Context: an optimization exercise on an open-source flow, tuned for small area. The choices shown serve that exercise and are no tape-out recipe. The RTL was checked by simulation tests, not by an equivalence proof against the original design. Power figures rest on the tool's default switching activity, not on a simulated workload.

garnet:
==> flow/design.v <==
`default_nettype none
`default_nettype wire
`default_nettype none
module hold_reg #(
	parameter int W = 1
) (
	input  wire logic         clk,
	input  wire logic         ld,
	input  wire logic         keep,
	input  wire logic [W-1:0] d,
	output logic      [W-1:0] q
);
always_ff @(posedge clk) begin
	q <= (d & {W{ld}}) | (q & {W{keep}});
end
endmodule
module aoi222 (
	input  wire logic a0, s0, a1, s1, a2, s2,
	output logic      y
);
assign y = ~((a0 & s0) | (a1 & s1) | (a2 & s2));
endmodule
module or_aoi22 (
	input  wire logic a0, s0, a1, s1, y0, y1,
	output logic      y
);
assign y = ~(y0 & y1 & ~((a0 & s0) | (a1 & s1)));
endmodule
`default_nettype wire
`default_nettype none
module pcs_rx_top (
	input wire logic                    clk,
	input wire logic                    rst_i,
	input wire logic                    blk_v_i,
	input wire logic [2-1:0]  head_i,
	input wire logic [64-1:0]  data_i,
	input wire logic                    hold_i,  
	output logic                        ovf_o,   
	output logic                        blk_v_o,
	output logic                        ctrl_v_o,
	output logic                        idle_v_o,
	output logic [((0) ? 1 : 2)-1:0] start_v_o,
	output logic                        term_v_o,
	output logic                        err_v_o,
	output logic                        ord_v_o,
	output logic [64-1:0]      data_o,
	output logic [(64 / 8)-1:0]      keep_o
);
localparam int DW    = 64;
localparam int HW    = 2;
localparam int BW    = HW + DW;
localparam int DEPTH = 8;
localparam int HIST_W = 58;
localparam int TAP_N  = 39;
logic [HIST_W-1:0]    hist_q;
logic [HIST_W+DW-1:0] stream;
logic [DW-1:0]        descr;
assign stream = {data_i, hist_q};
always_comb begin
	for (int i = 0; i < DW; i++) begin
		descr[i] = stream[HIST_W + i] ^ stream[HIST_W - TAP_N + i] ^ stream[i];
	end
end
hold_reg #(.W(HIST_W)) hist_reg (
	.clk(clk), .ld(blk_v_i & ~rst_i), .keep(~blk_v_i & ~rst_i),
	.d(data_i[DW-1:DW-HIST_W]), .q(hist_q)
);
logic [BW-1:0]    mem [DEPTH];  
logic [DEPTH-1:0] occ_q;        
logic             pend_q;       
logic             drop_q;       
logic             rd_v_q;
logic [BW-1:0]    rd_blk_q;
logic             rd_en;
logic             full_nx;      
logic             shift;
logic             wr;
logic [DEPTH-1:0] sel;          
logic [BW-1:0]    rd_mux;
assign rd_en   = (occ_q[1] | (occ_q[0] & ~pend_q)) & ~hold_i;
assign full_nx = occ_q[DEPTH-1] & ~rd_en;
assign shift   = blk_v_i & ~full_nx;
assign wr      = shift & ~rst_i;
logic [BW-1:0] mem_d [DEPTH];
assign mem_d[0] = {head_i, descr};
for (genvar j = 0; j < DEPTH; j++) begin : g_mem
	if (j > 0) begin : g_sh
		assign mem_d[j] = mem[j-1];
	end
	hold_reg #(.W(BW)) entry (
		.clk(clk), .ld(shift), .keep(~shift), .d(mem_d[j]), .q(mem[j])
	);
end
always_ff @(posedge clk) begin
	if (rst_i) begin
		occ_q  <= '0;
		pend_q <= 1'b0;
		drop_q <= 1'b0;
		ovf_o  <= 1'b0;
		rd_v_q <= 1'b0;
	end else begin
		case ({wr, rd_en})
			2'b10:   occ_q <= {occ_q[DEPTH-2:0], 1'b1};
			2'b01:   occ_q <= {1'b0, occ_q[DEPTH-1:1]};
			default: occ_q <= occ_q;
		endcase
		pend_q <= wr;
		drop_q <= blk_v_i & full_nx;
		ovf_o  <= drop_q;
		rd_v_q <= rd_en;
	end
end
always_comb begin
	for (int j = 0; j < DEPTH; j++) begin
		sel[j] = occ_q[j] & ~((j < DEPTH-1) ? occ_q[(j+1) % DEPTH] : 1'b0);
	end
end
for (genvar b = 0; b < BW; b++) begin : g_rd
	logic [1:0] y;
	aoi222 g0 (.a0(mem[0][b]), .s0(sel[0]), .a1(mem[1][b]), .s1(sel[1]),
	           .a2(mem[2][b]), .s2(sel[2]), .y(y[0]));
	aoi222 g1 (.a0(mem[3][b]), .s0(sel[3]), .a1(mem[4][b]), .s1(sel[4]),
	           .a2(mem[5][b]), .s2(sel[5]), .y(y[1]));
	or_aoi22 g2 (.a0(mem[6][b]), .s0(sel[6]), .a1(mem[7][b]), .s1(sel[7]),
	             .y0(y[0]), .y1(y[1]), .y(rd_mux[b]));
end
always_ff @(posedge clk) begin
	rd_blk_q <= rd_mux;
end
logic          blk_v_q;
logic [HW-1:0] head_q;
logic [DW-1:0] data_q;
logic [7:0]    bt;
logic          hd, hc;
logic          idle_t, ord_t, st0_t, st4_t, term_t, known;
always_ff @(posedge clk) begin
	if (rst_i) blk_v_q <= 1'b0;
	else       blk_v_q <= rd_v_q;
end
always_ff @(posedge clk) begin
	head_q <= rd_blk_q[BW-1 -: HW];
	data_q <= rd_blk_q[DW-1:0];
end
assign bt     = data_q[7:0];
assign hd     = head_q == 2'b01;
assign hc     = head_q == 2'b10;
assign idle_t = bt == 8'h1e;
assign ord_t  = bt == 8'h4b;
assign st0_t  = bt == 8'h78;
assign st4_t  = bt == 8'h33;
assign term_t = bt == 8'h87 | bt == 8'h99 | bt == 8'haa | bt == 8'hb4 |
                bt == 8'hcc | bt == 8'hd2 | bt == 8'he1 | bt == 8'hff;
assign known  = idle_t | ord_t | st0_t | st4_t | term_t;
assign ctrl_v_o     = blk_v_q & ~hd;
assign idle_v_o     = blk_v_q & hc & idle_t;
assign ord_v_o      = blk_v_q & hc & ord_t;
assign start_v_o[0] = blk_v_q & hc & st0_t;
assign start_v_o[1] = blk_v_q & hc & st4_t;
assign term_v_o     = blk_v_q & hc & term_t;
assign err_v_o      = blk_v_q & ~hd & ~(hc & known);
assign blk_v_o      = blk_v_q;
assign data_o       = data_q;
assign keep_o[0] = bt[6] | bt[5] | bt[4];
assign keep_o[1] = bt[6] | bt[5];
assign keep_o[2] = bt[6] | (bt[5] & bt[4]);
assign keep_o[3] = bt[6];
assign keep_o[4] = bt[6] & (bt[5] | bt[4]);
assign keep_o[5] = bt[6] & bt[5];
assign keep_o[6] = bt[6] & bt[5] & bt[4];
assign keep_o[7] = 1'b0;
endmodule
`default_nettype wire
Settings: LEC_CHECK=0, CAP_MARGIN=20, CORE_MARGIN=2, CORE_UTILIZATION=60, SLEW_MARGIN=20, SYNTH_HIERARCHICAL=1, SYNTH_MINIMUM_KEEP_SIZE=0; clock period 4.0 ns.
standard.sh (not shown) runs the stock make flow with config.mk's settings and CLKGATE_MAP_FILE= SYNTH_SCRIPT=/design/flow/synth_recipe.tcl, a recipe that flattens the netlist after the stock synthesis.
==> flow/flow/run.sh <==
#!/bin/bash
# The standard layout (the standard.sh, standard synthesis included), with
# two changes: ports are buffered with the smallest buffer, and the clock tree
# uses small buffers in clusters of ten sinks and no dummy loads. ORFS writes
# each step's full log under orfs/logs; the make output goes to flow.log here.
set -euo pipefail
export BUFFER_PORTS_ARGS="-buffer_cell sky130_fd_sc_hd__buf_1"
export CTS_ARGS="-sink_clustering_enable -repair_clock_nets -dont_use_dummy_load -buf_list sky130_fd_sc_hd__clkbuf_4 -sink_clustering_size 10 -sink_clustering_max_diameter 60"
bash standard.sh > flow.log 2>&1
#### Input delta (xenon over garnet)
--- a/flow/design.v
+++ b/flow/design.v
@@ -97,15 +97,14 @@
 		pend_q <= 1'b0;
 		drop_q <= 1'b0;
 		ovf_o  <= 1'b0;
 		rd_v_q <= 1'b0;
 	end else begin
-		case ({wr, rd_en})
-			2'b10:   occ_q <= {occ_q[DEPTH-2:0], 1'b1};
-			2'b01:   occ_q <= {1'b0, occ_q[DEPTH-1:1]};
-			default: occ_q <= occ_q;
-		endcase
+		for (int j = 0; j < DEPTH; j++) begin
+			occ_q[j] <= (occ_q[j] & ~(rd_en & ~wr & sel[j]))
+			          | (wr & ~rd_en & ((j == 0) ? 1'b1 : sel[(j + DEPTH - 1) % DEPTH]));
+		end
 		pend_q <= wr;
 		drop_q <= blk_v_i & full_nx;
 		ovf_o  <= drop_q;
 		rd_v_q <= rd_en;
 	end
@@ -146,12 +145,12 @@
 assign hc     = head_q == 2'b10;
 assign idle_t = bt == 8'h1e;
 assign ord_t  = bt == 8'h4b;
 assign st0_t  = bt == 8'h78;
 assign st4_t  = bt == 8'h33;
-assign term_t = bt == 8'h87 | bt == 8'h99 | bt == 8'haa | bt == 8'hb4 |
-                bt == 8'hcc | bt == 8'hd2 | bt == 8'he1 | bt == 8'hff;
+assign term_t = bt[7] & (bt[3] == (bt[6] ^ bt[5] ^ bt[4])) & (bt[2] == (bt[5] ~^ bt[4]))
+              & (bt[1] == (bt[6] ~^ bt[4])) & (bt[0] == (bt[6] ~^ bt[5]));
 assign known  = idle_t | ord_t | st0_t | st4_t | term_t;
 assign ctrl_v_o     = blk_v_q & ~hd;
 assign idle_v_o     = blk_v_q & hc & idle_t;
 assign ord_v_o      = blk_v_q & hc & ord_t;
 assign start_v_o[0] = blk_v_q & hc & st0_t;
--- outcome ---
- Looking only at simple-gate share of the synthesized area, and setting everything else aside, the higher value of garnet and xenon goes to garnet.
- Portion of the clock cycle consumed by the worst path in the final layout ended up 6.5 points higher on xenon than on garnet.
- Sort garnet and xenon by overall power, descending, and garnet comes first.
- [xenon] sequential power share rose 0.4 points relative to garnet
- Compared to garnet, xenon shows a narrower setup margin.

==> separate check: timing with driven ports <==
In the flow no input, the clock included, has a driving cell. The finished layouts below were timed again as built, in two steps.
Step 1 sets driving cells, clkbuf_16 on the clock port and buf_2 on the other inputs (assumed; they add their load-dependent delay and slew).
Step 2 moves the port delays by t, midway between the first and last clock arrival at a register: inputs arrive t later, outputs are due t later. That takes back most of the time a late clock gives input paths.
a / b / c = ideal / step 1 / step 2; a / b = the first two.
run | t, ns | slack for setup (ns) | worst setup path after step 2 | worst slew at a driven data input, ns | pins driven straight from the clock port
garnet | 0.835 | 0.718 / 0.664 / 1.373 | input to register | 0.10 | 1
xenon | 0.850 | 0.456 / 0.404 / 1.254 | register to output | 0.11 | 1
After both steps every run listed still meets setup and hold.
